Context: an optimization exercise on an open-source flow, tuned for small area and a short achievable clock period. The choices shown serve that exercise and are no tape-out recipe. The RTL was checked by simulation tests, not by an equivalence proof against the original design. Power is estimated from default activity; no workload was simulated.

<file path="design/flow/run.sh">
#!/bin/bash
# synth_recipe.tcl (not shown) runs the flow's synth.tcl, then flattens the netlist and writes it again
# the make line also repeats each setting of config.mk as NAME=value (left out here)
make -C /OpenROAD-flow-scripts/flow DESIGN_CONFIG=/design/flow/config.mk WORK_HOME=/design/flow/orfs CLKGATE_MAP_FILE= SYNTH_SCRIPT=/design/flow/synth_recipe.tcl finish
</file>
<file path="design/flow/config.mk">
export PLATFORM = sky130hd
export DESIGN_NAME = branch_predictor
export DESIGN_NICKNAME = branch_predictor
export VERILOG_FILES = /design/flow/design.v
export SDC_FILE = /design/flow/constraint.sdc
export NUM_CORES = 4
export LEC_CHECK = 0
export CAP_MARGIN = 20
export CORE_MARGIN = 2
export CORE_UTILIZATION = 40
export SLEW_MARGIN = 20
</file>
<file path="design/flow/constraint.sdc">
create_clock -name core_clock -period 7.0 [get_ports {clk}]
set_input_delay 1.4000 -clock core_clock [delete_from_list [all_inputs] [get_ports {clk}]]
set_output_delay 1.4000 -clock core_clock [all_outputs]
set_load 0.01 [all_outputs]
</file>
<file path="design/flow/design.v">
package bp_pkg;
  localparam int unsigned BP_DW      = 32;
  localparam int unsigned BP_ENTRIES = 16;
  localparam int unsigned BP_CTR_W   = 2;
  localparam int unsigned BP_IDX     = $clog2(BP_ENTRIES);
  typedef logic [BP_CTR_W-1:0] ctr_t;
  typedef struct packed {
    logic                      valid;
    logic [BP_DW-BP_IDX-3:0]   tag;
    logic [BP_DW-1:0]          target;
    ctr_t                      ctr;
  } btb_entry_t;
  function automatic logic [31:0] ctr_weak_t(input int unsigned w);
    ctr_weak_t = 32'd1 << (w - 1);
  endfunction
  function automatic logic [31:0] ctr_weak_nt(input int unsigned w);
    ctr_weak_nt = (32'd1 << (w - 1)) - 32'd1;
  endfunction
endpackage
module bp_sat_ctr #(
  parameter int unsigned W = 2
) (
  input  logic [W-1:0] ctr_i,
  input  logic         inc_i,
  input  logic         force_max_i,
  output logic [W-1:0] ctr_o
);
  localparam logic [W-1:0] MAX = '1;
  always_comb begin
    ctr_o = ctr_i;
    if (force_max_i)
      ctr_o = MAX;
    else if (inc_i) begin
      if (ctr_i != MAX) ctr_o = ctr_i + W'(1);
    end else if (ctr_i != '0)
      ctr_o = ctr_i - W'(1);
  end
endmodule
module branch_predictor #(
  parameter int unsigned DATA_WIDTH = bp_pkg::BP_DW,
  parameter int unsigned ENTRIES    = bp_pkg::BP_ENTRIES,
  parameter int unsigned CTR_WIDTH  = bp_pkg::BP_CTR_W
) (
  input  logic                  clk,
  input  logic                  rst,
  input  logic [DATA_WIDTH-1:0] PCF,
  output logic                  PredTakenF,
  output logic [DATA_WIDTH-1:0] PredTargetF,
  input  logic                  UpdateE,
  input  logic                  JumpE,
  input  logic [DATA_WIDTH-1:0] PCE,
  input  logic                  TakenE,
  input  logic [DATA_WIDTH-1:0] TargetE,
  input  logic                  PredTakenE,
  input  logic [DATA_WIDTH-1:0] PredTargetE,
  output logic                  MispredictE,
  output logic [DATA_WIDTH-1:0] RedirectPCE,
  output logic [31:0]           BranchCnt,
  output logic [31:0]           MissCnt
);
  localparam int unsigned IDX_BITS = $clog2(ENTRIES);
  localparam int unsigned TAG_BITS = DATA_WIDTH - IDX_BITS - 2;
  typedef logic [CTR_WIDTH-1:0] lctr_t;
  localparam lctr_t WEAK_T = lctr_t'(bp_pkg::ctr_weak_t(CTR_WIDTH));
  logic [ENTRIES-1:0]    valid_q;
  logic [TAG_BITS-1:0]   tag_q [ENTRIES];
  logic [DATA_WIDTH-1:0] tgt_q [ENTRIES];
  lctr_t                 ctr_q [ENTRIES];
  logic [IDX_BITS-1:0] idx_f;
  logic [TAG_BITS-1:0] tag_f;
  logic [ENTRIES-1:0]  hit_f;
  assign idx_f = PCF[IDX_BITS+1:2];
  assign tag_f = PCF[DATA_WIDTH-1:IDX_BITS+2];
  always_comb begin
    PredTakenF  = 1'b0;
    PredTargetF = '0;
    for (int i = 0; i < int'(ENTRIES); i++) begin
      hit_f[i]    = valid_q[i] && (idx_f == IDX_BITS'(i)) && (tag_q[i] == tag_f);
      PredTakenF  = PredTakenF | (hit_f[i] & ctr_q[i][CTR_WIDTH-1]);
      PredTargetF = PredTargetF | ({DATA_WIDTH{hit_f[i]}} & tgt_q[i]);
    end
  end
  logic [IDX_BITS-1:0] idx_e;
  logic [TAG_BITS-1:0] tag_e;
  lctr_t               ctr_e;
  logic                hit_e;
  lctr_t               ctr_nxt;
  lctr_t               ctr_d;
  logic                wr_e;
  logic                wr_ctr;
  assign idx_e = PCE[IDX_BITS+1:2];
  assign tag_e = PCE[DATA_WIDTH-1:IDX_BITS+2];
  assign ctr_e = ctr_q[idx_e];
  assign hit_e = valid_q[idx_e] && (tag_q[idx_e] == tag_e);
  bp_sat_ctr #(.W(CTR_WIDTH)) u_sat_ctr (
    .ctr_i       (ctr_e),
    .inc_i       (TakenE),
    .force_max_i (JumpE),
    .ctr_o       (ctr_nxt)
  );
  assign wr_e   = UpdateE & TakenE;
  assign wr_ctr = UpdateE & (TakenE | hit_e);
  assign ctr_d  = hit_e ? ctr_nxt : (JumpE ? '1 : WEAK_T);
  assign MispredictE = UpdateE &
                       ((TakenE != PredTakenE) |
                        (TakenE & PredTakenE & (TargetE != PredTargetE)));
  assign RedirectPCE = TakenE ? TargetE : PCE + DATA_WIDTH'(4);
  for (genvar i = 0; i < int'(ENTRIES); i++) begin : g_ent
    logic sel;
    assign sel = (idx_e == IDX_BITS'(i));
    always_ff @(posedge clk) begin
      if (rst)             valid_q[i] <= 1'b0;
      else if (wr_e & sel) valid_q[i] <= 1'b1;
    end
    always_ff @(posedge clk) begin
      if (wr_e & sel) begin
        tag_q[i] <= tag_e;
        tgt_q[i] <= TargetE;
      end
      if (wr_ctr & sel) ctr_q[i] <= ctr_d;
    end
  end
  logic [31:0] branch_cnt_q;
  logic [31:0] miss_cnt_q;
  always_ff @(posedge clk) begin
    if (rst) begin
      branch_cnt_q <= '0;
      miss_cnt_q   <= '0;
    end else begin
      if (UpdateE && branch_cnt_q != '1)   branch_cnt_q <= branch_cnt_q + 32'd1;
      if (MispredictE && miss_cnt_q != '1) miss_cnt_q   <= miss_cnt_q + 32'd1;
    end
  end
  assign BranchCnt = branch_cnt_q;
  assign MissCnt   = miss_cnt_q;
  logic unused_pc_lsb;
  assign unused_pc_lsb = ^{PCF[1:0], PCE[1:0]};
endmodule
</file>
==> summary.txt, run 1 <==
The run finished with no timing, DRC or antenna violations. The switching share of power is 24.0%. The share of synthesized area occupied by flip-flops and latches came out at 67.3%. The library cells used most frequently in the layout, excluding fill and tap cells, are sky130_fd_sc_hd__edfxtp_1 (960), sky130_fd_sc_hd__xnor2_1 (436), sky130_fd_sc_hd__clkdlybuf4s50_1 (256). By area the synthesized netlist is led by sky130_fd_sc_hd__edfxtp_1 (64%), sky130_fd_sc_hd__xnor2_1 (8.4%), sky130_fd_sc_hd__dfxtp_1 (3.5%). The type of the tightest min-delay check is flop to flop. The area added between synthesis and finish is 21.9%. The number of max-cap violations came out at 0. The placed wire-length estimate is 129 mm. The combinational fraction of design power is 8.3%. The register-to-register setup slack is 2.96 ns. IR analysis of the VDD net gives a maximum drop of 0.000192 V.

The post-detailed-route via-to-cell ratio is 6.33. The flip-flop and latch count after synthesis came out at 1,040. The wire length of the first global-routing pass came out at 257 mm.

After clock tree synthesis, the flow added hold-fix buffers numbering 0. By instance count, the cell type seen most on the critical path is sky130_fd_sc_hd__nand4_1. The async set-or-reset flop fraction in the synthesized netlist came out at 0%. The floorplan has 123 rows.

The reported leakage power is 17.2 nW. The number of antenna violations at the first check in global routing is 11. For this design the ratio of total power to cell area is 251 nW/µm². The worst hold path was traced through 2 stages. The final route contains 32,800 vias.

The clock tree skew after final layout came out at 0.0353 ns. The minimum clock period after layout is 6.92 ns. The hold violation count in the final report is 0. The CTS sink count is 1,040. The synthesized area divided by synthesized cell count is 14.3 µm². The most frequent standard cell in the layout excluding fill and tap cells is sky130_fd_sc_hd__edfxtp_1.

The initial core utilization is 40.2%. The number of nets in the layout came out at 3,733. The overall track demand over capacity in global routing is 32.1%. The final antenna-violating net count came out at 0. The global placement routability congestion is 1.04. The maximum clock path buffer count is 3. The area share of the leading cell type in the synthesized netlist is 63.8%.

For this design, the slowest cell found on the critical path is sky130_fd_sc_hd__clkdlybuf4s50_1. For the final routed database, the setup TNS stands at 0 ns. The count of TritonRoute iterations in the first routing pass is 7. Of all nets on the critical path, the largest fanout is 21. The number of post-CTS setup repair buffers came out at 0. The detailed-route wire length per cell came out at 36.6 µm.

The number of enable-type register cells in the synthesized netlist came out at 960. The DRC violations left came out at 0. The share of power burned in registers is 49.7%. The total of fill cells in the finished design came out at 9,752. The number of cell instances on the worst register-to-register path came out at 10. Walking the worst path, the cells encountered are clkdlybuf4s50_1 > xnor2_1 > nand4_1 > nor4_1 > nand4_1 > nor4_2 > buf_12 > buf_12 > a221oi_1 > nand4_1 > clkdlybuf4s50_1. The number of synthesis warnings is 5.

The sum of overflow across all layers after global routing is 0. The most area-hungry cell type in the Yosys netlist is sky130_fd_sc_hd__edfxtp_1. The endpoint of the worst-slack reg-to-reg timing path is ctr_q[8][0].

The number of violations reported at the end of detailed-routing iteration 0 came out at 5,565. The share of the clock period used by the worst path came out at 98.9%. The arrival time of data at the critical path endpoint is 5.52 ns.

The count of endpoints failing setup in the final report is 0. Setup repair after global routing left no endpoint under its margin. Entering global routing, the biggest net connects 83 pins. For this run, the share of the core covered by cells in the final layout is 49.1%.

The synthesized netlist cell count came out at 3,168. The final layout contains routed wiring with a total length of 189 mm. The capture endpoint of the worst hold path is miss_cnt_q[23].

The max-slew violation total from the final report came out at 0. The relative contribution of the clock network to total power is 42.0%. The die is 340 µm wide.

The clock latency reported for the late side of the worst-skew pair came out at 0.72 ns. The number of gates resized after CTS was 0. The cell sitting at the root of the clock tree is a sky130_fd_sc_hd__clkbuf_16.

The port buffer count came out at 261. Among all flip-flop cells after synthesis, the most frequent one is sky130_fd_sc_hd__edfxtp_1. STA classifies the critical path startpoint as a primary input. The pin slew with the least headroom to its limit came out at 1.20 ns. The depth of the CTS H-tree is 3.

In this run the critical register-to-register path is launched from tag_q[0][17]. The net switching power figure came out at 3.33 mW. The achievable clock frequency is 0.144 GHz. The startpoint identified for the worst hold timing path is miss_cnt_q[23].

The core region is 112,000 µm². The number of top-level pins came out at 264. The internal power came out at 10.5 mW.

For this run, the slowest stage of the critical path takes 0.63 ns. The kind of capture point of the worst setup path is an output pin. The number of nets produced by synthesis is 3,309. TritonCTS built the clock tree. In the final layout, the share of cells above drive strength 1 is 13.6%.

The height of the die came out at 340 µm. The synthesized netlist occupies a cell area of 45,200 µm². Measured against its own limit, the worst slew margin works out to 20.1%. Synthesis instantiated 68 different standard cells from the library.

The number of CTS-inserted buffers is 106. The kind of critical path is primary input to output pin. The via count of the first global-routing pass is 30,700. Summing all placed instances gives a cell area of 51,600 µm². The die covers 116,000 µm². The final instance area is 55,100 µm². At the worst endpoint, the required time is 5.60 ns.

The clock transition at the registers of the reported paths is 0.06 ns.
[metrics by stage]
stage          total power, mW  worst slack [ns]  cells  hold WS, ns
2_1_floorplan             7.47              1.06   3168        0.457
3_5_place_dp              8.12             0.245   4984        0.493
5_1_grt                   14.1            0.0671   5180        0.527
3_3_place_gp              8.12             0.205   4984        0.485
4_1_cts                   13.8             0.212   5180        0.503
6_report                  13.9            0.0761   5181        0.504
[cell usage after synthesis, types with 6 or more instances]
library cell and n:
sky130_fd_sc_hd__edfxtp_1 960, sky130_fd_sc_hd__xnor2_1 436, sky130_fd_sc_hd__nor2_1 164, sky130_fd_sc_hd__nand4_1 162
sky130_fd_sc_hd__a221oi_1 154, sky130_fd_sc_hd__a22o_1 153, sky130_fd_sc_hd__nand2_1 113, sky130_fd_sc_hd__clkbuf_1 111
sky130_fd_sc_hd__xor2_1 97, sky130_fd_sc_hd__dfxtp_1 80, sky130_fd_sc_hd__a22oi_1 66, sky130_fd_sc_hd__nand3_1 63
sky130_fd_sc_hd__buf_2 61, sky130_fd_sc_hd__o21ai_0 59, sky130_fd_sc_hd__nor4_1 57, sky130_fd_sc_hd__a21oi_1 50
sky130_fd_sc_hd__inv_1 33, sky130_fd_sc_hd__nor3_1 31, sky130_fd_sc_hd__a222oi_1 26, sky130_fd_sc_hd__or3_1 24
sky130_fd_sc_hd__mux2i_1 20, sky130_fd_sc_hd__o22ai_1 19, sky130_fd_sc_hd__a31oi_1 18, sky130_fd_sc_hd__buf_1 18
sky130_fd_sc_hd__and3_1 15, sky130_fd_sc_hd__a211oi_1 13, sky130_fd_sc_hd__nor2b_1 13, sky130_fd_sc_hd__a32oi_1 11
sky130_fd_sc_hd__buf_4 11, sky130_fd_sc_hd__a221o_1 8, sky130_fd_sc_hd__mux4_2 8, sky130_fd_sc_hd__and4_1 7
sky130_fd_sc_hd__ha_1 7, sky130_fd_sc_hd__nand2b_1 7, sky130_fd_sc_hd__nor3_2 6, sky130_fd_sc_hd__nor3b_1 6
[logic make-up (layout without fill, tap and decap cells)]
group	after synthesis	in the layout	synth area share [%]
AOI/OAI and AO/OA	630	630	11.1
DFF	1040	1040	67.3
xor gates and xnor gates	533	533	10.3
buffers and inverters	238	750	2.29
other	0	1	0
and+or+nand+nor	686	686	7.86
muxes	32	32	0.941
adders and majority gates	9	9	0.238
[power by group through the flow]
| stage | Sequential [mW] | Combinational [mW] | Clock [mW] |
|---|---|---|---|
| 2_1_floorplan | 7.01 | 0.456 | 0 |
| 5_1_grt | 6.89 | 1.16 | 6.07 |
| 3_3_place_gp | 7.02 | 1.10 | 0 |
| 4_1_cts | 6.89 | 1.11 | 5.84 |
| 6_report | 6.89 | 1.15 | 5.82 |
| 3_5_place_dp | 7.02 | 1.10 | 0 |
[how the worst max path moves through the flow]
stage / from / to / slack, ns / cells past startpoint
after floorplan: PCE[3] / tag_q[5][0] / 1.06 / 9
after global placement: PCF[15] / PredTargetF[6] / 0.20 / 11
after detailed placement: PCF[15] / PredTargetF[17] / 0.24 / 12
after CTS: PCF[15] / PredTargetF[24] / 0.21 / 12
after global routing: PCF[15] / PredTargetF[24] / 0.07 / 12
final: PCF[15] / PredTargetF[12] / 0.08 / 11
[routing by layer]
layer | vias up | global-route usage [%] | part of all wire [%] | wire [µm]
met1 | 16700 | 45.1 | 39 | 74700
met3 | 375 | 8.39 | 13 | 24300
met4 | 12 | 13.6 | 4.7 | 8990
met2 | 2413 | 47.0 | 43 | 81400
li1 | 13300 | - | - | -
met5 | - | 0 | 0.041 | 78
[area by class of cell]
cell class / instances / area (µm²) / share of cell area [%]
Clock inverter: 66 / 703 / 1.28
Antenna cell: 1 / 2.50 / 0.00454
Multi-Input combinational cell: 1890 / 14000 / 25.5
Timing Repair Buffer: 520 / 5110 / 9.27
Clock buffer: 130 / 2840 / 5.14
Tap cell: 1500 / 1880 / 3.40
Sequential cell: 1040 / 30400 / 55.2
Inverter: 34 / 128 / 0.231
[flip-flops by register name (all words and copies together), names as in the netlist]
signal and flops:
valid_q 16, tag_q 416, ctr_q 32, branch_cnt_q 32, tgt_q 512, miss_cnt_q 32
[critical path: cells and delay by family]
kind                      cells  cell delay, ns
AOI/OAI and AO/OA             1            0.10
xor gates and xnor gates      1            0.42
buffers and inverters         4            1.71
and+or+nand+nor               5            1.85
==> run 2: changes to the inputs <==
--- a/design/flow/config.mk
+++ b/design/flow/config.mk
@@ -7,5 +7,7 @@
 export LEC_CHECK = 0
 export CAP_MARGIN = 20
 export CORE_MARGIN = 2
-export CORE_UTILIZATION = 40
+export CORE_UTILIZATION = 60
+export SETUP_SLACK_MARGIN = 3
 export SLEW_MARGIN = 20
+export TNS_END_PERCENT = 0
==> summary.txt, run 2 <==
Result of the run: no timing/DRC/antenna violations (unchanged). The peak ir drop on the vdd network is 0.000200 V (was 0.000192 V). The hold slack is 0.505 ns (was 0.504 ns). The count of TritonRoute iterations in the first routing pass is 8 (was 7). The share of the clock period used by the worst path is 80.5% (was 98.9%). The most frequent cell after synthesis is sky130_fd_sc_hd__edfxtp_1 (unchanged).

The max-slew violation total from the final report is 0 (unchanged). The reported leakage power is 19.1 nW (was 17.2 nW). The number of nets produced by synthesis is 3,309 (unchanged).

The detailed-route wire length per cell is 41.1 µm (was 36.6 µm). The clock transition at the registers of the reported paths came out at 0.06 ns (about the same). The register with the most flip-flops is tgt_q (unchanged). The critical-path cell with the highest stage delay is sky130_fd_sc_hd__xor2_1 (was sky130_fd_sc_hd__clkdlybuf4s50_1).

Leading cell types by total area after synthesis: sky130_fd_sc_hd__edfxtp_1 (64%), sky130_fd_sc_hd__xnor2_1 (8.4%), sky130_fd_sc_hd__dfxtp_1 (3.5%) (unchanged). The power per cell area is 240 nW/µm² (was 251 nW/µm²). The number of top-level pins is 264 (unchanged). The internal power came to 10.4 mW (was 10.5 mW). The placed wire-length estimate is 118 mm (was 129 mm). The largest net degree at the start of global routing is 81 (was 83). The async set-or-reset flop fraction in the synthesized netlist is 0% (unchanged). The pin slew with the least headroom to its limit came out at 0.966 ns (was 1.20 ns). The cell at the root of the clock tree was sky130_fd_sc_hd__clkbuf_16 (unchanged). The post-detailed-route via-to-cell ratio came out at 7.52 (was 6.33).

The clock latency reported for the late side of the worst-skew pair came out at 0.70 ns (was 0.72 ns). The type of the tightest min-delay check is flop to flop (unchanged). The number of violations reported at the end of detailed-routing iteration 0 was 7,376 (was 5,565). The number of max-cap violations came to 0 (unchanged). The number of antenna violations at the first check in global routing is 8 (was 11).

The fraction of layout cells with a size suffix above 1 came to 21.6% (was 13.6%). Cells along the critical path: buf_6 > buf_12 > buf_6 > buf_4 > xor2_1 > nor4_1 > nand4_1 > nor4_4 > buf_12 > a22o_1 > a221oi_1 > nand4_1 > buf_2 (was clkdlybuf4s50_1 > xnor2_1 > nand4_1 > nor4_1 > nand4_1 > nor4_2 > buf_12 > buf_12 > a221oi_1 > nand4_1 > clkdlybuf4s50_1). The number of synthesis warnings came out at 5 (unchanged). The flip-flop and latch count after synthesis is 1,040 (unchanged).

The worst-path maximum fanout was 31 (was 21). The number of enable-type register cells in the synthesized netlist is 960 (unchanged). The primary flip-flop cell chosen by synthesis mapping was sky130_fd_sc_hd__edfxtp_1 (unchanged).

The hold violation count in the final report is 0 (unchanged). The flip-flop count of the largest register after layout is 512 (unchanged). The via count of the first global-routing pass is 33,700 (was 30,700).

The cell area after synthesis came out at 45,200 µm² (unchanged). The count of vias placed by the detailed router is 36,100 (was 32,800). The buffer and inverter count on the worst path is 6 (was 4). The synthesized netlist cell count is 3,168 (unchanged).

Most common library cells after synthesis: sky130_fd_sc_hd__edfxtp_1 (960), sky130_fd_sc_hd__xnor2_1 (436), sky130_fd_sc_hd__nor2_1 (164), sky130_fd_sc_hd__nand4_1 (162), sky130_fd_sc_hd__a221oi_1 (154) (unchanged). The switching share of power was 24.5% (was 24.0%). The total wire length came to 197 mm (was 189 mm). The count of endpoints failing setup in the final report came out at 0 (unchanged).

The number of nets in the layout is 3,884 (was 3,733). The port buffer count came out at 261 (unchanged). The depth of the CTS H-tree came out at 3 (unchanged). The global placement routability congestion came out at 1.08 (was 1.04). Registers with the most flip-flops: tgt_q (512), tag_q (416) (unchanged).

The x dimension of the die is 279 µm (was 340 µm). The number of hold buffers added after cts is 0 (unchanged). The synthesized area divided by synthesized cell count is 14.3 µm² (unchanged). The area share of the leading cell type in the synthesized netlist is 63.8% (unchanged). The number of CTS-inserted buffers is 102 (was 106). The setup TNS after final layout is 0 ns (unchanged). The DRC violations left is 0 (unchanged). The initial core utilization came out at 60.6% (was 40.2%). The combinational fraction of design power came out at 8.9% (was 8.3%). The number of placement rows is 100 (was 123).

Most frequent cells in the layout: sky130_fd_sc_hd__edfxtp_1 (960), sky130_fd_sc_hd__xnor2_1 (379), sky130_fd_sc_hd__buf_4 (277) (was sky130_fd_sc_hd__edfxtp_1 (960), sky130_fd_sc_hd__xnor2_1 (436), sky130_fd_sc_hd__clkdlybuf4s50_1 (256)). The final antenna-violating net count is 0 (unchanged). The share of synthesized area occupied by flip-flops and latches came out at 67.3% (unchanged). The critical path's top delay family is buffers and inverters (was simple AND/OR/NAND/NOR gates). The CTS sink count was 1,040 (unchanged). The maximum clock path buffer count came out at 3 (unchanged). The kind of launch point of the worst setup path is a primary input (unchanged). The net switching power figure was 3.38 mW (was 3.33 mW). The wire length of the first global-routing pass is 263 mm (was 257 mm).

The overall die area is 77,600 µm² (was 116,000 µm²). The minimum clock period after layout came out at 5.63 ns (was 6.92 ns). The number of distinct library cell variants in the gate-level netlist after synthesis came out at 68 (unchanged). The relative slew slack came to 35.3% (was 20.1%).

The clock tree skew after final layout is 0.0291 ns (was 0.0353 ns). Unrepaired setup endpoints after global routing: yes (was no). The share of power burned in registers was 50.0% (was 49.7%). The required time at the endpoint of the critical path was 5.60 ns (about the same).

The most frequent standard cell in the layout excluding fill and tap cells is sky130_fd_sc_hd__edfxtp_1 (unchanged). The clock tree from TritonCTS was done (unchanged). The kind of capture point of the worst setup path is an output pin (unchanged).

The kind of critical path was primary input to output pin (unchanged). The most area-hungry cell type in the Yosys netlist is sky130_fd_sc_hd__edfxtp_1 (unchanged). The arrival time of data at the critical path endpoint is 4.23 ns (was 5.52 ns). The overall track demand over capacity in global routing was 49.3% (was 32.1%). The core region area came out at 74,600 µm² (was 112,000 µm²).

The delay of the slowest cell on the worst path came out at 0.51 ns (was 0.63 ns). The relative contribution of the clock network to total power was 41.1% (was 42.0%). The sum of overflow across all layers after global routing is 0 (unchanged). The area added between synthesis and finish was 26.9% (was 21.9%). The achievable clock frequency is 0.178 GHz (was 0.144 GHz). The height of the die was 279 µm (was 340 µm).
[run 2: changes by cell type in the layout (fill, tap and decap cells not counted), moves of 27 or more]
cell / before / now
sky130_fd_sc_hd__buf_12: 46 / 73
sky130_fd_sc_hd__buf_2: 4 / 51
sky130_fd_sc_hd__buf_6: 0 / 39
sky130_fd_sc_hd__clkdlybuf4s50_1: 256 / 159
sky130_fd_sc_hd__buf_4: 214 / 277
sky130_fd_sc_hd__xnor2_2: 0 / 43
sky130_fd_sc_hd__xnor2_1: 436 / 379
[run 2: power by group through the flow]
stage | combinational (mW) | clock (mW) | sequential (mW)
2_1_floorplan | 0.479 | 0 | 7.01
3_3_place_gp | 1.07 | 0 | 7.02
3_5_place_dp | 1.08 | 0 | 7.02
4_1_cts | 1.15 | 5.56 | 6.89
5_1_grt | 1.23 | 5.84 | 6.90
6_report | 1.23 | 5.67 | 6.90
[run 2: metal layers]
layer	routed length [µm]	track usage, %	share of wire (%)
met1	61800	61.2	31
met2	83000	71.8	42
met3	31200	15.5	16
met4	21100	39.3	11
met5	41	0	0.021
[run 2: cells by family after synthesis]
group	after synthesis	share of synthesized area, %
adder cells (fa/ha/maj)	9	0.238
AND/OR/NAND/NOR	686	7.86
AO/OA/AOI/OAI	630	11.1
buffers and inverters	238	2.29
XOR/XNOR	533	10.3
flip-flops	1040	67.3
multiplexers	32	0.941
[run 2: stage by stage]
stage | utilization, % | setup WS [ns] | area [µm²] | cells | power [mW]
after floorplan | - | 2.37 | 45800 | 3168 | 7.49
after global placement | 68.3 | 0.389 | 51000 | 4444 | 8.08
after detailed placement | 68.3 | 0.364 | 51000 | 4444 | 8.10
after CTS | 76.0 | 1.56 | 56600 | 4758 | 13.6
after global routing | 77.0 | 1.44 | 57400 | 4795 | 14.0
final | 77.0 | 1.37 | 57400 | 4797 | 13.8
[run 2: repair_timing]
item / 4_1_cts / 5_1_grt
pin swaps: 85 / 52
cloned: 19 / 3
gates resized for setup: 505 / 76
setup buffers: 108 / 34
setup endpoints to repair: 158 / 158
[run 2: path summary, 6_finish.rpt]
path / from / endpoint / slack (ns) / cells after the start
worst min register to register: valid_q[3] / valid_q[3] / 0.51 / 2
worst min-delay path: valid_q[3] / valid_q[3] / 0.51 / 2
worst max-delay path: PCF[24] / PredTargetF[8] / 1.37 / 13
worst max register to register: tag_q[0][17] / ctr_q[1][1] / 3.17 / 10
[run 2: worst reg2reg max path, stage by stage, from the launching register on]
cell and delay [ns]:
sky130_fd_sc_hd__edfxtp_1 0.56, sky130_fd_sc_hd__o22ai_1 0.14, sky130_fd_sc_hd__a221o_1 0.29, sky130_fd_sc_hd__nor4_1 0.77, sky130_fd_sc_hd__a31oi_1 0.22, sky130_fd_sc_hd__nor4_1 0.31
sky130_fd_sc_hd__buf_4 0.17, sky130_fd_sc_hd__o2111a_1 0.35, sky130_fd_sc_hd__a31oi_4 0.28, sky130_fd_sc_hd__buf_4 0.24, sky130_fd_sc_hd__nor2_1 0.21
[run 2: area by class of cell]
type / count / area (µm²)
Sequential cell: 1040 / 30400
Clock buffer: 133 / 2730
Fill cell: 4209 / 17200
Clock inverter: 54 / 628
Timing Repair Buffer: 675 / 7000
Tap cell: 969 / 1210
Antenna cell: 2 / 5.00
Inverter: 34 / 130
Multi-Input combinational cell: 1890 / 15300
==> run 3: changes to the inputs <==
--- a/design/flow/design.v
+++ b/design/flow/design.v
@@ -63,9 +63,9 @@
   typedef logic [CTR_WIDTH-1:0] lctr_t;
   localparam lctr_t WEAK_T = lctr_t'(bp_pkg::ctr_weak_t(CTR_WIDTH));
   logic [ENTRIES-1:0]    valid_q;
-  logic [TAG_BITS-1:0]   tag_q [ENTRIES];
-  logic [DATA_WIDTH-1:0] tgt_q [ENTRIES];
-  lctr_t                 ctr_q [ENTRIES];
+  logic [ENTRIES-1:0][TAG_BITS-1:0]   tag_q;
+  logic [ENTRIES-1:0][DATA_WIDTH-1:0] tgt_q;
+  logic [ENTRIES-1:0][CTR_WIDTH-1:0]  ctr_q;
   logic [IDX_BITS-1:0] idx_f;
   logic [TAG_BITS-1:0] tag_f;
   logic [ENTRIES-1:0]  hit_f;
@@ -112,13 +112,23 @@
       if (rst)             valid_q[i] <= 1'b0;
       else if (wr_e & sel) valid_q[i] <= 1'b1;
     end
-    always_ff @(posedge clk) begin
-      if (wr_e & sel) begin
-        tag_q[i] <= tag_e;
-        tgt_q[i] <= TargetE;
-      end
-      if (wr_ctr & sel) ctr_q[i] <= ctr_d;
-    end
+    logic we_tt, we_c;
+    assign we_tt = wr_e & sel;
+    assign we_c  = wr_ctr & sel;
+    bp_hold_reg #(.W(TAG_BITS + DATA_WIDTH)) u_tt (
+      .clk  (clk),
+      .we   (we_tt),
+      .we_n (~we_tt),
+      .d    ({tag_e, TargetE}),
+      .q    ({tag_q[i], tgt_q[i]})
+    );
+    bp_hold_reg #(.W(CTR_WIDTH)) u_ctr (
+      .clk  (clk),
+      .we   (we_c),
+      .we_n (~we_c),
+      .d    (ctr_d),
+      .q    (ctr_q[i])
+    );
   end
   logic [31:0] branch_cnt_q;
   logic [31:0] miss_cnt_q;
@@ -136,3 +146,14 @@
   logic unused_pc_lsb;
   assign unused_pc_lsb = ^{PCF[1:0], PCE[1:0]};
 endmodule
+module bp_hold_reg #(
+  parameter int unsigned W = 1
+) (
+  input  logic         clk,
+  input  logic         we,
+  input  logic         we_n,
+  input  logic [W-1:0] d,
+  output logic [W-1:0] q
+);
+  always_ff @(posedge clk) q <= ({W{we}} & d) | ({W{we_n}} & q);
+endmodule
--- a/design/flow/config.mk
+++ b/design/flow/config.mk
@@ -7,7 +7,6 @@
 export LEC_CHECK = 0
 export CAP_MARGIN = 20
 export CORE_MARGIN = 2
-export CORE_UTILIZATION = 60
-export SETUP_SLACK_MARGIN = 3
+export CORE_UTILIZATION = 40
 export SLEW_MARGIN = 20
-export TNS_END_PERCENT = 0
+export SYNTH_HIERARCHICAL = 1
==> summary.txt, run 3 <==
Result of the run: no timing/DRC/antenna violations (unchanged). The clock latency reported for the late side of the worst-skew pair came out at 0.73 ns (was 0.70 ns). The critical path's top delay family is buffers and inverters (unchanged). The number of nets produced by synthesis came out at 4,313 (was 3,309). The critical-path cell with the highest stage delay is sky130_fd_sc_hd__clkdlybuf4s50_1 (was sky130_fd_sc_hd__xor2_1). The count of vias placed by the detailed router came to 40,200 (was 36,100). The total power draw came to 17.0 mW (was 13.8 mW). The clock transition at the registers of the reported paths is 0.06 ns (about the same).

The number of placement rows is 124 (was 100). The number of hold buffers added after cts is 0 (unchanged). The async set-or-reset flop fraction in the synthesized netlist came to 0% (unchanged). The hold violation count in the final report came out at 0 (unchanged). The overall die area is 118,000 µm² (was 77,600 µm²). The peak ir drop on the vdd network came to 0.000214 V (was 0.000200 V). The most area-hungry cell type in the Yosys netlist is sky130_fd_sc_hd__dfxtp_1 (was sky130_fd_sc_hd__edfxtp_1).

The capture endpoint of the worst hold path was g_ent[14].u_tt.q[28] (was valid_q[3]). The maximum clock path buffer count was 3 (unchanged). The number of top-level pins was 264 (unchanged).

The number of nets in the layout is 4,530 (was 3,884). The startpoint of the worst-slack reg-to-reg timing path is g_ent[15].u_tt.q[47] (was tag_q[0][17]). The minimum clock period after layout is 6.77 ns (was 5.63 ns).

Most common library cells after synthesis: sky130_fd_sc_hd__a22o_1 (1,101), sky130_fd_sc_hd__dfxtp_1 (1,040), sky130_fd_sc_hd__xnor2_1 (442), sky130_fd_sc_hd__nand4_1 (162), sky130_fd_sc_hd__a221oi_1 (138) (was sky130_fd_sc_hd__edfxtp_1 (960), sky130_fd_sc_hd__xnor2_1 (436), sky130_fd_sc_hd__nor2_1 (164), sky130_fd_sc_hd__nand4_1 (162), sky130_fd_sc_hd__a221oi_1 (154)). The relative slew slack came out at 17.5% (was 35.3%). The count of TritonRoute iterations in the first routing pass is 8 (unchanged). The most frequent standard cell in the layout excluding fill and tap cells is sky130_fd_sc_hd__a22o_1 (was sky130_fd_sc_hd__edfxtp_1). The depth of the CTS H-tree is 3 (unchanged). The worst-case setup margin in the final layout came out at 0.234 ns (was 1.37 ns). The overall track demand over capacity in global routing came out at 34.0% (was 49.3%). The type of the tightest min-delay check is flop to flop (unchanged). The arrival time of data at the critical path endpoint came out at 5.37 ns (was 4.23 ns).

The kind of critical path is primary input to output pin (unchanged). The DRC violations left is 0 (unchanged). The share of the clock period used by the worst path came out at 96.7% (was 80.5%). The via count of the first global-routing pass came to 37,700 (was 33,700).

The setup TNS after final layout came to 0 ns (unchanged). The endpoint of the worst-slack reg-to-reg timing path is g_ent[15].u_ctr.q[1] (was ctr_q[1][1]). The worst hold path startpoint was g_ent[14].u_tt.q[28] (was valid_q[3]). The flip-flop and latch count after synthesis is 1,040 (unchanged).

The reported leakage power came out at 21.3 nW (was 19.1 nW). The area share of the leading cell type in the synthesized netlist is 45.1% (was 63.8%). The most frequent cell after synthesis is sky130_fd_sc_hd__a22o_1 (was sky130_fd_sc_hd__edfxtp_1). The largest net degree at the start of global routing was 69 (was 81).

The achievable clock frequency came out at 0.148 GHz (was 0.178 GHz). The count of endpoints failing setup in the final report came out at 0 (unchanged). The required time at the endpoint of the critical path is 5.60 ns (about the same). The max-slew violation total from the final report is 0 (unchanged). The clock tree from TritonCTS is done (unchanged). The synthesized netlist cell count came out at 4,172 (was 3,168).

The pin slew with the least headroom to its limit was 1.24 ns (was 0.966 ns). The height of the die is 344 µm (was 279 µm). The number of antenna violations at the first check in global routing is 12 (was 8). The total wire length came out at 207 mm (was 197 mm). The number of cell instances on the worst register-to-register path is 11 (was 10).

The sum of overflow across all layers after global routing was 0 (unchanged). The cell area after synthesis is 46,200 µm² (was 45,200 µm²). The detailed-route wire length per cell came out at 34.6 µm (was 41.1 µm). The area added between synthesis and finish is 17.9% (was 26.9%). The register-to-register setup slack was 2.27 ns (was 3.17 ns). The flip-flop count of the largest register after layout came out at 928 (was 512).

The synthesized area divided by synthesized cell count came out at 11.1 µm² (was 14.3 µm²). The kind of capture point of the worst setup path is an output pin (unchanged). The power per cell area is 313 nW/µm² (was 240 nW/µm²). The number of CTS-inserted buffers came out at 109 (was 102). The initial core utilization came out at 40.3% (was 60.6%). The wire length of the first global-routing pass came out at 290 mm (was 263 mm). The core region area came out at 115,000 µm² (was 74,600 µm²). The number of post-CTS setup repair buffers is 0 (was 108). The worst-path maximum fanout was 17 (was 31). The primary flip-flop cell chosen by synthesis mapping was sky130_fd_sc_hd__dfxtp_1 (was sky130_fd_sc_hd__edfxtp_1).

The number of enable-type register cells in the synthesized netlist is 0 (was 960). The placed wire-length estimate came out at 132 mm (was 118 mm). The number of max-cap violations came out at 0 (unchanged). The buffer and inverter count on the worst path is 4 (was 6).

The final antenna-violating net count is 0 (unchanged). The number of distinct library cell variants in the gate-level netlist after synthesis came out at 66 (was 68). Unrepaired setup endpoints after global routing: no (was yes). The count of cells resized by post-cts repair is 0 (was 505). The clock tree skew after final layout is 0.0378 ns (was 0.0291 ns).

The cell at the root of the clock tree is sky130_fd_sc_hd__clkbuf_16 (unchanged). Cells along the critical path: clkdlybuf4s50_1 > xnor2_1 > nand4_1 > nor4_1 > buf_4 > nand2_1 > nor4_2 > buf_12 > a22o_1 > a221oi_1 > nand4_1 > clkdlybuf4s50_1 (was buf_6 > buf_12 > buf_6 > buf_4 > xor2_1 > nor4_1 > nand4_1 > nor4_4 > buf_12 > a22o_1 > a221oi_1 > nand4_1 > buf_2). The delay of the slowest cell on the worst path is 0.78 ns (was 0.51 ns). Leading cell types by total area after synthesis: sky130_fd_sc_hd__dfxtp_1 (45%), sky130_fd_sc_hd__a22o_1 (21%), sky130_fd_sc_hd__xnor2_1 (8.4%) (was sky130_fd_sc_hd__edfxtp_1 (64%), sky130_fd_sc_hd__xnor2_1 (8.4%), sky130_fd_sc_hd__dfxtp_1 (3.5%)).

The number of violations reported at the end of detailed-routing iteration 0 came out at 6,112 (was 7,376). The post-placement worst setup slack is 0.457 ns (was 0.364 ns). Most frequent cells in the layout: sky130_fd_sc_hd__a22o_1 (1,101), sky130_fd_sc_hd__dfxtp_1 (1,040), sky130_fd_sc_hd__xnor2_1 (442) (was sky130_fd_sc_hd__edfxtp_1 (960), sky130_fd_sc_hd__xnor2_1 (379), sky130_fd_sc_hd__buf_4 (277)). The post-detailed-route via-to-cell ratio is 6.71 (was 7.52). The share of synthesized area occupied by flip-flops and latches came to 45.1% (was 67.3%). The kind of launch point of the worst setup path is a primary input (unchanged).

The CTS sink count came out at 1,040 (unchanged). The port buffer count came out at 261 (unchanged). The register with the most flip-flops is g_ent.u_tt.q (was tgt_q). The global placement routability congestion was 1.05 (was 1.08). The instance count along the most critical hold path is 1 (was 2). The fraction of layout cells with a size suffix above 1 came out at 12.8% (was 21.6%).

The x dimension of the die came to 344 µm (was 279 µm). The number of synthesis warnings came out at 10 (was 5).
run 3: cell types whose count changed in the layout (fill, tap and decap cells not counted), moves of 49 or more:
| cell | previous run | this run |
|---|---|---|
| sky130_fd_sc_hd__a22oi_1 | 66 | 6 |
| sky130_fd_sc_hd__mux2i_1 | 20 | 77 |
| sky130_fd_sc_hd__a22o_1 | 151 | 1101 |
| sky130_fd_sc_hd__buf_2 | 51 | 2 |
| sky130_fd_sc_hd__mux4_2 | 8 | 103 |
| sky130_fd_sc_hd__xnor2_1 | 379 | 442 |
| sky130_fd_sc_hd__edfxtp_1 | 960 | 0 |
| sky130_fd_sc_hd__dfxtp_1 | 80 | 1040 |
| sky130_fd_sc_hd__clkdlybuf4s50_1 | 159 | 255 |
| sky130_fd_sc_hd__buf_4 | 277 | 188 |
run 3: metrics by stage:
| step | instance area [µm²] | cells | hold WS [ns] | util, % |
|---|---|---|---|---|
| floorplan | 46200 | 4172 | 0.434 | - |
| global placement | 50700 | 5790 | 0.448 | 44.3 |
| detailed placement | 50700 | 5790 | 0.453 | 44.3 |
| CTS | 54500 | 5985 | 0.473 | 47.6 |
| global route | 54500 | 5986 | 0.479 | 47.6 |
| finish | 54500 | 5986 | 0.470 | 47.6 |
run 3: logic make-up after synthesis:
group	Yosys count	synth area share, %
AO/OA/AOI/OAI	1362	25.2
flip-flops	1040	45.1
AND/OR/NAND/NOR	619	7.18
XOR/XNOR	547	10.4
buffers and inverters	410	5.14
multiplexers	187	6.86
adder cells (fa/ha/maj)	7	0.190
run 3: metal layers:
metal / part of all wire (%) / track usage [%] / up-vias
li1: - / - / 16600
met1: 40 / 46.3 / 20100
met2: 41 / 48.1 / 2970
met3: 13 / 11.2 / 533
met4: 5.2 / 16.1 / 12
met5: 0.034 / 0 / -
run 3: worst max path at each step:
stage | startpoint | end | slack [ns] | cells after the start
after floorplan | PCF[8] | PredTargetF[16] | 1.47 | 11
after global placement | PCF[8] | PredTargetF[20] | 0.47 | 13
after detailed placement | PCF[16] | PredTargetF[31] | 0.46 | 12
after CTS | PCF[16] | PredTargetF[31] | 0.45 | 12
after global routing | PCF[16] | PredTargetF[17] | 0.23 | 13
final | PCF[16] | PredTargetF[27] | 0.23 | 12
run 3: power breakdown:
group | switching (mW) | leakage, nW | internal (mW)
clock | 2.58 | 1.85 | 3.61
sequential | 0.855 | 8.64 | 7.02
combinational | 1.45 | 10.8 | 1.51
total | 4.89 | 21.3 | 12.1
run 3: layout make-up:
type / instances / area [µm²]
inverters: 40 / 163
diodes: 1 / 2.50
multi-input cells: 2722 / 23200
repair buffers: 476 / 4590
fillers: 10500 / 60000
clock buffers: 153 / 3130
well taps: 1512 / 1890
flip-flops and latches: 1040 / 20800
clock inverters: 42 / 636
run 3: worst reg2reg max path: cells and delay by family (launching register included):
kind	cells	cell delay (ns)
simple gates	2	1.01
flops	1	0.37
compound gates	6	2.23
buf+inv	2	0.53
mux	1	0.48
==> run 4: changes to the inputs <==
--- a/design/flow/config.mk
+++ b/design/flow/config.mk
@@ -7,6 +7,9 @@
 export LEC_CHECK = 0
 export CAP_MARGIN = 20
 export CORE_MARGIN = 2
-export CORE_UTILIZATION = 40
+export CORE_UTILIZATION = 60
+export CTS_BUF_LIST = sky130_fd_sc_hd__clkbuf_8
+export SETUP_SLACK_MARGIN = 3
 export SLEW_MARGIN = 20
 export SYNTH_HIERARCHICAL = 1
+export TNS_END_PERCENT = 0
==> summary.txt, run 4 <==
The number of hold buffers added after cts came out at 0 (unchanged). The number of placement rows came out at 101 (was 124). The placed wire-length estimate came out at 120 mm (was 132 mm). The most frequent cell after synthesis is sky130_fd_sc_hd__a22o_1 (unchanged). The x dimension of the die is 281 µm (was 344 µm). The fraction of layout cells with a size suffix above 1 is 22.2% (was 12.8%).

The clock tree from TritonCTS is done (unchanged). The largest net degree at the start of global routing came out at 68 (was 69). The total power draw is 16.9 mW (was 17.0 mW). The flip-flop count of the largest register after layout came out at 928 (unchanged). The power per cell area was 291 nW/µm² (was 313 nW/µm²). The net switching power figure is 5.21 mW (was 4.89 mW). The share of synthesized cell area in full adder, half adder and majority cells came out at 0.190% (unchanged).

The overall die area came out at 79,200 µm² (was 118,000 µm²). The number of nets in the layout came out at 4,770 (was 4,530). The number of enable-type register cells in the synthesized netlist is 0 (unchanged). The share of synthesized area occupied by flip-flops and latches came out at 45.1% (unchanged). The max-slew violation total from the final report is 0 (unchanged). The depth of the CTS H-tree is 4 (was 3).

The share of power burned in registers is 47.3% (was 46.3%). The post-synthesis compound-gate area fraction is 25.2% (unchanged). The maximum clock path buffer count is 3 (unchanged). The share of the clock period used by the worst path came out at 77.9% (was 96.7%). The reported leakage power is 24.0 nW (was 21.3 nW). The share of the synthesized netlist area taken by xor and xnor gates came to 10.4% (unchanged). The minimum clock period after layout came out at 5.45 ns (was 6.77 ns).

The via count of the first global-routing pass was 39,700 (was 37,700). The flip-flop and latch count after synthesis came to 1,040 (unchanged). The multiplexer share of the synthesized area is 6.86% (unchanged). The area share of the leading cell type in the synthesized netlist came to 45.1% (unchanged). The cell area after synthesis is 46,200 µm² (unchanged). The post-placement cell count is 5,275 (was 5,790). The count of endpoints failing setup in the final report is 0 (unchanged).

The post-synthesis simple-gate area fraction is 7.18% (unchanged). The synthesized netlist cell count came out at 4,172 (unchanged). The total of fill cells in the finished design is 5,151 (was 10,500). The core region area came out at 76,100 µm² (was 115,000 µm²). The pin slew with the least headroom to its limit is 1.28 ns (was 1.24 ns). The worst-path maximum fanout is 24 (was 17). The final non-filler cell total came out at 5,802 (was 5,986).

The number of synthesis warnings is 10 (unchanged). The CTS sink count is 1,040 (unchanged). The hold violation count in the final report came to 0 (unchanged). The count of vias placed by the detailed router is 43,600 (was 40,200). The area added between synthesis and finish is 25.3% (was 17.9%). The most frequent standard cell in the layout excluding fill and tap cells is sky130_fd_sc_hd__a22o_1 (unchanged).

The final core utilization is 76.1% (was 47.6%). The arrival time of data at the critical path endpoint is 4.05 ns (was 5.37 ns). The critical-path cell with the highest stage delay is sky130_fd_sc_hd__and2_1 (was sky130_fd_sc_hd__clkdlybuf4s50_1). Unrepaired setup endpoints after global routing: yes (was no). The critical path's top delay family was buffers and inverters (unchanged).

The port buffer count came out at 261 (unchanged). The combinational fraction of design power was 19.1% (was 17.4%). The internal power came to 11.7 mW (was 12.1 mW). The cell at the root of the clock tree was sky130_fd_sc_hd__clkbuf_8 (was sky130_fd_sc_hd__clkbuf_16). The global placement routability congestion came out at 1.08 (was 1.05).

The number of antenna violations at the first check in global routing is 20 (was 12). The final antenna-violating net count was 0 (unchanged). The primary flip-flop cell chosen by synthesis mapping is sky130_fd_sc_hd__dfxtp_1 (unchanged). The register with the most flip-flops is g_ent.u_tt.q (unchanged). The wire length of the first global-routing pass came out at 296 mm (was 290 mm). The kind of critical path is primary input to output pin (unchanged). The clock transition at the registers of the reported paths came out at 0.07 ns (was 0.06 ns). The overall track demand over capacity in global routing was 52.3% (was 34.0%). The number of distinct library cell variants in the gate-level netlist after synthesis is 66 (unchanged). The buffer and inverter count on the worst path is 4 (unchanged). Leading cell types by total area after synthesis: sky130_fd_sc_hd__dfxtp_1 (45%), sky130_fd_sc_hd__a22o_1 (21%), sky130_fd_sc_hd__xnor2_1 (8.4%) (unchanged).

The sum of overflow across all layers after global routing is 0 (unchanged). The kind of launch point of the worst setup path was a primary input (unchanged). The synthesized area divided by synthesized cell count is 11.1 µm² (unchanged). The post-detailed-route via-to-cell ratio is 7.51 (was 6.71). The peak ir drop on the vdd network is 0.000227 V (was 0.000214 V). The most area-hungry cell type in the Yosys netlist is sky130_fd_sc_hd__dfxtp_1 (unchanged). The type of the tightest min-delay check was flop to flop (unchanged). The switching share of power is 30.9% (was 28.7%). The largest family of logic cells by synthesized area is compound AO/OA/AOI/OAI gates (unchanged). The number of violations reported at the end of detailed-routing iteration 0 came out at 8,232 (was 6,112). The total wire length is 215 mm (was 207 mm). Result of the run: no timing/DRC/antenna violations (unchanged). The number of max-cap violations came out at 0 (unchanged). The relative contribution of the clock network to total power came out at 33.6% (was 36.3%). The clock tree skew after final layout was 0.0548 ns (was 0.0378 ns). The count of TritonRoute iterations in the first routing pass came out at 11 (was 8).

The delay of the slowest cell on the worst path is 0.54 ns (was 0.78 ns). The DRC violations left came out at 0 (unchanged). The achievable clock frequency came out at 0.183 GHz (was 0.148 GHz). Cells along the critical path: buf_12 > buf_16 > buf_4 > and2_1 > nand3_1 > xnor2_2 > o21ai_0 > clkdlybuf4s50_1 (was clkdlybuf4s50_1 > xnor2_1 > nand4_1 > nor4_1 > buf_4 > nand2_1 > nor4_2 > buf_12 > a22o_1 > a221oi_1 > nand4_1 > clkdlybuf4s50_1). Most common library cells after synthesis: sky130_fd_sc_hd__a22o_1 (1,101), sky130_fd_sc_hd__dfxtp_1 (1,040), sky130_fd_sc_hd__xnor2_1 (442), sky130_fd_sc_hd__nand4_1 (162), sky130_fd_sc_hd__a221oi_1 (138) (unchanged). The setup TNS after final layout came out at 0 ns (unchanged). The required time at the endpoint of the critical path was 5.60 ns (about the same).

The initial core utilization is 60.7% (was 40.3%). The relative slew slack is 14.5% (was 17.5%). The detailed-route wire length per cell came out at 37.1 µm (was 34.6 µm). The async set-or-reset flop fraction in the synthesized netlist came out at 0% (unchanged). The worst-case setup margin in the final layout came out at 1.55 ns (was 0.234 ns). The clock latency reported for the late side of the worst-skew pair was 0.88 ns (was 0.73 ns). The post-placement worst setup slack is 0.552 ns (was 0.457 ns). The number of nets produced by synthesis is 4,313 (unchanged). The number of top-level pins was 264 (unchanged). The kind of capture point of the worst setup path is an output pin (unchanged).

The number of CTS-inserted buffers was 168 (was 109). The height of the die is 281 µm (was 344 µm). Most frequent cells in the layout: sky130_fd_sc_hd__a22o_1 (1,101), sky130_fd_sc_hd__dfxtp_1 (1,040), sky130_fd_sc_hd__xnor2_1 (350) (was sky130_fd_sc_hd__a22o_1 (1,101), sky130_fd_sc_hd__dfxtp_1 (1,040), sky130_fd_sc_hd__xnor2_1 (442)).
run 4: changes by cell type in the layout (fill, tap and decap cells not counted), moves of 39 or more:
cell                              previous run  this run
sky130_fd_sc_hd__xnor2_2                     0        71
sky130_fd_sc_hd__xnor2_1                   442       350
sky130_fd_sc_hd__buf_6                       1        40
sky130_fd_sc_hd__buf_2                       2        41
sky130_fd_sc_hd__inv_1                      22        63
sky130_fd_sc_hd__clkbuf_8                   22       224
sky130_fd_sc_hd__buf_4                     188       253
sky130_fd_sc_hd__buf_12                     30        75
sky130_fd_sc_hd__clkdlybuf4s50_1           255       163
sky130_fd_sc_hd__clkbuf_16                 110         4
run 4: final cells by class:
type / instances / area (µm²) / share of cell area [%]
Inverter: 40 / 165 / 0.285
Multi-Input combinational cell: 2722 / 24700 / 42.7
Antenna cell: 9 / 22.5 / 0.0389
Timing Repair Buffer: 657 / 7240 / 12.5
Sequential cell: 1040 / 20800 / 36.0
Tap cell: 1030 / 1290 / 2.23
Clock buffer: 224 / 3080 / 5.33
Clock inverter: 80 / 531 / 0.917
run 4: worst paths after layout:
| check | from | slack (ns) | endpoint | cells past startpoint |
|---|---|---|---|---|
| setup / recovery | PCE[3] | 1.55 | RedirectPCE[7] | 8 |
| hold / removal | g_ent[10].u_ctr.q[0] | 0.47 | g_ent[10].u_ctr.q[0] | 1 |
| setup reg to reg | g_ent[10].u_tt.q[32] | 2.76 | g_ent[6].u_ctr.q[0] | 9 |
| hold reg to reg | g_ent[10].u_ctr.q[0] | 0.47 | g_ent[10].u_ctr.q[0] | 1 |
run 4: cells by family after synthesis:
group / Yosys count
adders and majority gates: 7
and+or+nand+nor: 619
xor gates and xnor gates: 547
AOI/OAI and AO/OA: 1362
DFF: 1040
muxes: 187
buffers and inverters: 410
run 4: power groups by stage:
stage	clock network [mW]	logic [mW]	registers [mW]
4_1_cts	5.61	2.98	7.87
2_1_floorplan	0	1.90	7.71
3_3_place_gp	0	2.77	7.91
6_report	5.67	3.22	7.98
5_1_grt	5.86	3.30	8.04
3_5_place_dp	0	2.81	7.93
run 4: per-stage QoR:
| stage | cell area [µm²] | hold slack, ns |
|---|---|---|
| 2_1_floorplan | 46700 | 0.434 |
| 3_3_place_gp | 49900 | 0.451 |
| 3_5_place_dp | 49900 | 0.453 |
| 4_1_cts | 56900 | 0.469 |
| 5_1_grt | 57900 | 0.479 |
| 6_report | 57900 | 0.468 |
run 4: layer usage:
metal  global-route usage, %  share of wire [%]  vias to the layer above
li1                        -                  -                    17100
met1                    65.5                 35                    21000
met2                    70.2                 39                     4291
met3                    26.7                 18                     1116
met4                    33.9                8.1                       38
met5                   0.916               0.27                        -
run 4: timing repair:
item / 4_1_cts / 5_1_grt
setup buffers: 148 / 32
endpoints found under the setup margin: 281 / 290
resized for setup: 516 / 108
cloned: 30 / 4
pin swaps: 90 / 63
==> run 5: changes to the inputs <==
--- a/design/flow/design.v
+++ b/design/flow/design.v
@@ -66,20 +66,29 @@
   logic [ENTRIES-1:0][TAG_BITS-1:0]   tag_q;
   logic [ENTRIES-1:0][DATA_WIDTH-1:0] tgt_q;
   logic [ENTRIES-1:0][CTR_WIDTH-1:0]  ctr_q;
-  logic [IDX_BITS-1:0] idx_f;
-  logic [TAG_BITS-1:0] tag_f;
-  logic [ENTRIES-1:0]  hit_f;
+  logic [IDX_BITS-1:0]   idx_f;
+  logic [TAG_BITS-1:0]   tag_f;
+  logic [ENTRIES-1:0]    dec_f;
+  logic [ENTRIES-1:0]    match_f;
+  logic                  hit_f;
+  logic                  taken_f;
+  logic [DATA_WIDTH-1:0] tgt_f;
   assign idx_f = PCF[IDX_BITS+1:2];
   assign tag_f = PCF[DATA_WIDTH-1:IDX_BITS+2];
   always_comb begin
-    PredTakenF  = 1'b0;
-    PredTargetF = '0;
+    hit_f   = 1'b0;
+    taken_f = 1'b0;
+    tgt_f   = '0;
     for (int i = 0; i < int'(ENTRIES); i++) begin
-      hit_f[i]    = valid_q[i] && (idx_f == IDX_BITS'(i)) && (tag_q[i] == tag_f);
-      PredTakenF  = PredTakenF | (hit_f[i] & ctr_q[i][CTR_WIDTH-1]);
-      PredTargetF = PredTargetF | ({DATA_WIDTH{hit_f[i]}} & tgt_q[i]);
+      dec_f[i]   = (idx_f == IDX_BITS'(i));
+      match_f[i] = valid_q[i] && (tag_q[i] == tag_f);
+      hit_f      = hit_f | (dec_f[i] & match_f[i]);
+      taken_f    = taken_f | (dec_f[i] & ctr_q[i][CTR_WIDTH-1]);
+      tgt_f      = tgt_f | ({DATA_WIDTH{dec_f[i]}} & tgt_q[i]);
     end
   end
+  assign PredTakenF  = hit_f & taken_f;
+  assign PredTargetF = {DATA_WIDTH{hit_f}} & tgt_f;
   logic [IDX_BITS-1:0] idx_e;
   logic [TAG_BITS-1:0] tag_e;
   lctr_t               ctr_e;
==> design/flow/flow/run.sh (new file) <==
#!/bin/bash
# The standard layout, with two changes to how the resizer may work:
# - the input and output ports are buffered with plain buffers (buf_2)
#   rather than the delay-cell buffers buffer_ports picks by default, so
#   repair_timing can size them;
# - sizing may swap a cell for one with a different footprint.
# make's full output goes to make.log; ORFS keeps each step's log under orfs/logs.
set -euo pipefail
bash standard.sh "BUFFER_PORTS_ARGS=-buffer_cell sky130_fd_sc_hd__buf_2" MATCH_CELL_FOOTPRINT=0 finish > make.log 2>&1
==> design/flow/standard.sh (new file) <==
#!/bin/bash
# synth_recipe.tcl (not shown) runs the flow's synth.tcl, then flattens the netlist and writes it again
# the make line also repeats each setting of config.mk as NAME=value (left out here)
make -C /OpenROAD-flow-scripts/flow DESIGN_CONFIG=/design/flow/config.mk WORK_HOME=/design/flow/orfs CLKGATE_MAP_FILE= SYNTH_SCRIPT=/design/flow/synth_recipe.tcl "${@:-finish}"
--- a/design/flow/config.mk
+++ b/design/flow/config.mk
@@ -8,7 +8,6 @@
 export CAP_MARGIN = 20
 export CORE_MARGIN = 2
 export CORE_UTILIZATION = 60
-export CTS_BUF_LIST = sky130_fd_sc_hd__clkbuf_8
 export SETUP_SLACK_MARGIN = 3
 export SLEW_MARGIN = 20
 export SYNTH_HIERARCHICAL = 1
removed: design/flow/run.sh
==> summary.txt, run 5 <==
Unrepaired setup endpoints after global routing: yes (unchanged). The max-slew violation total from the final report came out at 0 (unchanged). The kind of capture point of the worst setup path was an output pin (unchanged).

Result of the run: no timing/DRC/antenna violations (unchanged). The hold violation count in the final report came out at 0 (unchanged). The post-synthesis compound-gate area fraction was 25.3% (was 25.2%). The clock transition at the registers of the reported paths came to 0.06 ns (was 0.07 ns). The type of the tightest min-delay check is flop to flop (unchanged).

The async set-or-reset flop fraction in the synthesized netlist came out at 0% (unchanged). The number of distinct library cell variants in the gate-level netlist after synthesis is 61 (was 66). The met1 routed wirelength after detailed routing is 73.9 mm (was 75.0 mm). The clock latency reported for the late side of the worst-skew pair is 0.70 ns (was 0.88 ns).

The core region area came out at 76,100 µm² (unchanged). The number of hold buffers added after cts came out at 0 (unchanged). The most frequent standard cell in the layout excluding fill and tap cells is sky130_fd_sc_hd__a22o_1 (unchanged). The placed wire-length estimate is 119 mm (was 120 mm).

The number of placement rows came out at 101 (unchanged). The maximum clock path buffer count came out at 3 (unchanged). Leading cell types by total area after synthesis: sky130_fd_sc_hd__dfxtp_1 (45%), sky130_fd_sc_hd__a22o_1 (20%), sky130_fd_sc_hd__xor2_1 (5.9%) (was sky130_fd_sc_hd__dfxtp_1 (45%), sky130_fd_sc_hd__a22o_1 (21%), sky130_fd_sc_hd__xnor2_1 (8.4%)).

The number of violations reported at the end of detailed-routing iteration 0 is 7,252 (was 8,232). The relative slew slack came out at 18.2% (was 14.5%). The depth of the CTS H-tree is 3 (was 4). The most area-hungry cell type in the Yosys netlist is sky130_fd_sc_hd__dfxtp_1 (unchanged). Most frequent cells in the layout: sky130_fd_sc_hd__a22o_1 (1,060), sky130_fd_sc_hd__dfxtp_1 (1,040), sky130_fd_sc_hd__xor2_1 (294) (was sky130_fd_sc_hd__a22o_1 (1,101), sky130_fd_sc_hd__dfxtp_1 (1,040), sky130_fd_sc_hd__xnor2_1 (350)). The post-synthesis simple-gate area fraction was 7.14% (was 7.18%).

The setup TNS after final layout came to 0 ns (unchanged). The clock tree from TritonCTS is done (unchanged). The overall track demand over capacity in global routing came to 48.2% (was 52.3%). The achievable clock frequency came out at 0.186 GHz (was 0.183 GHz). The arrival time of data at the critical path endpoint came out at 3.97 ns (was 4.05 ns). The minimum clock period after layout is 5.37 ns (was 5.45 ns). The wire length of the first global-routing pass came to 275 mm (was 296 mm). The pin slew with the least headroom to its limit is 1.23 ns (was 1.28 ns). The overall die area is 79,200 µm² (about the same).

The largest family of logic cells by synthesized area is compound AO/OA/AOI/OAI gates (unchanged). The topmost layer with routed signal wires was met5 (unchanged). The synthesized area divided by synthesized cell count is 11.0 µm² (was 11.1 µm²). The total of fill cells in the finished design is 5,621 (was 5,151). The detailed route wirelength on metal3 is 34.2 mm (was 37.9 mm). The multiplexer share of the synthesized area is 6.86% (about the same).

The cell area after synthesis is 46,200 µm² (about the same). The DRC violations left came out at 0 (unchanged). The share of the synthesized netlist area taken by xor and xnor gates came out at 10.4% (about the same). The number of antenna violations at the first check in global routing is 9 (was 20). The initial core utilization came out at 60.7% (about the same).

The largest net degree at the start of global routing is 86 (was 68). The share of the clock period used by the worst path came out at 76.8% (was 77.9%). The power per cell area is 316 nW/µm² (was 291 nW/µm²).

The required time at the endpoint of the critical path came out at 5.60 ns (about the same). The kind of launch point of the worst setup path is a primary input (unchanged). The register with the most flip-flops is g_ent.u_tt.q (unchanged). The flip-flop count of the largest register after layout is 928 (unchanged). The synthesized netlist cell count came to 4,197 (was 4,172). The clock tree skew after final layout came out at 0.0260 ns (was 0.0548 ns).

The number of nets produced by synthesis came out at 4,338 (was 4,313). The reported leakage power came out at 22.2 nW (was 24.0 nW). The port buffer count came out at 261 (unchanged). The kind of critical path was primary input to output pin (unchanged).

The routed length on met2 came out at 78.1 mm (was 84.2 mm). The number of CTS-inserted buffers is 108 (was 168). The sum of overflow across all layers after global routing came out at 0 (unchanged).

The most frequent cell after synthesis is sky130_fd_sc_hd__a22o_1 (unchanged). The count of vias placed by the detailed router came out at 41,000 (was 43,600). The global placement routability congestion is 1.07 (was 1.08).

The share of synthesized area occupied by flip-flops and latches is 45.1% (about the same). The total wire length came out at 197 mm (was 215 mm). The number of max-cap violations is 0 (unchanged).

The cell at the root of the clock tree is sky130_fd_sc_hd__clkbuf_16 (was sky130_fd_sc_hd__clkbuf_8). The via count of the first global-routing pass came out at 37,600 (was 39,700). The detailed-route wire length per cell came out at 35.8 µm (was 37.1 µm). The number of top-level pins is 264 (unchanged). The primary flip-flop cell chosen by synthesis mapping is sky130_fd_sc_hd__dfxtp_1 (unchanged). The area added between synthesis and finish came out at 16.3% (was 25.3%). The final antenna-violating net count is 0 (unchanged).

The fraction of layout cells with a size suffix above 1 came to 20.8% (was 22.2%). The height of the die came out at 281 µm (about the same). The share of synthesized cell area in full adder, half adder and majority cells is 0.190% (about the same). The total power draw is 17.0 mW (was 16.9 mW). The count of TritonRoute iterations in the first routing pass is 6 (was 11).

The post-detailed-route via-to-cell ratio is 7.46 (was 7.51). The peak ir drop on the vdd network came out at 0.000242 V (was 0.000227 V). The CTS sink count is 1,040 (unchanged). The x dimension of the die was 281 µm (about the same). The number of nets in the layout came out at 4,515 (was 4,770). The count of endpoints failing setup in the final report is 0 (unchanged). Most common library cells after synthesis: sky130_fd_sc_hd__a22o_1 (1,060), sky130_fd_sc_hd__dfxtp_1 (1,040), sky130_fd_sc_hd__xor2_1 (311), sky130_fd_sc_hd__xnor2_1 (235), sky130_fd_sc_hd__clkbuf_1 (141) (was sky130_fd_sc_hd__a22o_1 (1,101), sky130_fd_sc_hd__dfxtp_1 (1,040), sky130_fd_sc_hd__xnor2_1 (442), sky130_fd_sc_hd__nand4_1 (162), sky130_fd_sc_hd__a221oi_1 (138)).

The area share of the leading cell type in the synthesized netlist came to 45.1% (about the same). The worst-path maximum fanout came to 16 (was 24). The number of enable-type register cells in the synthesized netlist came out at 0 (unchanged). The number of synthesis warnings is 10 (unchanged).

The flip-flop and latch count after synthesis is 1,040 (unchanged).
[run 5: logic make-up (layout without fill, tap and decap cells)]
kind of cell | Yosys count | after routing
other | 0 | 4
multiplexers | 179 | 179
AO/OA/AOI/OAI | 1389 | 1389
flip-flops | 1040 | 1040
adder cells (fa/ha/maj) | 7 | 7
AND/OR/NAND/NOR | 624 | 624
buffers and inverters | 412 | 680
XOR/XNOR | 546 | 546
[run 5: per-layer routing]
metal  vias up  GRT usage (%)
li1      16600              -
met1     20100           64.9
met2      3708           65.0
met3       693           22.4
met4        12           22.4
met5         -           1.28
[run 5: path summary, 6_finish.rpt]
path              cells after the start  slack [ns]                 from              endpoint
setup / recovery                     12        1.63               PCF[8]        PredTargetF[2]
hold / removal                        1        0.47  g_ent[9].u_tt.q[10]   g_ent[9].u_tt.q[10]
setup reg to reg                     10        2.76  g_ent[7].u_tt.q[36]  g_ent[13].u_ctr.q[1]
hold reg to reg                       1        0.47  g_ent[9].u_tt.q[10]   g_ent[9].u_tt.q[10]
[run 5: final cells by class]
| cell class | count | area, µm² | share of cell area [%] |
|---|---|---|---|
| Antenna cell | 4 | 10.0 | 0.0186 |
| Tap cell | 1030 | 1290 | 2.40 |
| Clock inverter | 46 | 558 | 1.04 |
| Timing Repair Buffer | 444 | 3420 | 6.36 |
| Inverter | 35 | 136 | 0.254 |
| Clock buffer | 155 | 3100 | 5.78 |
| Sequential cell | 1040 | 20800 | 38.8 |
| Multi-Input combinational cell | 2745 | 24300 | 45.4 |
[run 5: timing repair]
action	in CTS	in global routing
gates cloned	4	0
buffers inserted	34	15
pin swaps	67	24
gates resized for setup	297	32
setup endpoints to repair	282	189
[run 5: worst max-delay path, stage by stage]
cell	delay [ns]
sky130_fd_sc_hd__buf_4	0.32
sky130_fd_sc_hd__xnor2_1	0.17
sky130_fd_sc_hd__nand4_1	0.37
sky130_fd_sc_hd__nor4_2	0.37
sky130_fd_sc_hd__nand4_1	0.21
sky130_fd_sc_hd__nand4_1	0.19
sky130_fd_sc_hd__nor4_2	0.06
sky130_fd_sc_hd__clkbuf_8	0.16
sky130_fd_sc_hd__buf_12	0.15
sky130_fd_sc_hd__buf_16	0.16
sky130_fd_sc_hd__a31oi_4	0.23
sky130_fd_sc_hd__buf_6	0.14
[run 5: power breakdown]
group,total [mW],switching (mW),internal [mW],leakage [nW]
Sequential,7.92,0.902,7.02,8.64
Combinational,3.09,1.57,1.52,11.8
Clock,5.96,2.54,3.42,1.78
[run 5: through the flow]
step	utilization (%)	worst slack [ns]	instances	hold WS (ns)	area (µm²)
after global routing	70.5	1.70	5496	0.480	53700
after floorplan	-	2.11	4197	0.434	46300
after detailed placement	62.9	0.882	5241	0.452	47900
after CTS	70.1	1.84	5480	0.470	53300
after global placement	62.9	0.937	5241	0.452	47900
final	70.6	1.63	5499	0.470	53700

-- what the ideal ports hide --
How much do the figures lean on ideal ports? The routed layouts below were timed once more, with nothing changed but the port constraints.
Step 1 (the two cells are an assumption about what drives the block):
set clk [get_ports {clk}]
set_driving_cell -lib_cell sky130_fd_sc_hd__clkbuf_16 $clk
set_driving_cell -lib_cell sky130_fd_sc_hd__buf_2 [delete_from_list [all_inputs] $clk]
Step 2 times the ports against the registers' clock, not the clock port: input delays grow and output delays shrink by t, the midpoint of the rising clock arrivals with the driver on.
Three values: ideal, step 1, step 2; two values: the first two.
| run | t, ns | slack for setup (ns) | worst register clock-pin slew, ns |
|---|---|---|---|
| run 1 | 0.774 | 0.076 / 0.041 / 0.041 | 0.07 / 0.07 |
| run 2 | 0.769 | 1.367 / 1.335 / 1.085 | 0.08 / 0.08 |
| run 3 | 0.790 | 0.234 / 0.212 / 0.212 | 0.07 / 0.07 |
| run 4 | 0.930 | 1.545 / 1.479 / 0.741 | 0.07 / 0.07 |
| run 5 | 0.758 | 1.625 / 1.551 / 1.012 | 0.07 / 0.07 |
After both steps setup and hold are still met in every run listed. For run 4, which loses most, drivers alone change the setup slack by -0.066 ns; drivers and shift together by -0.804 ns.
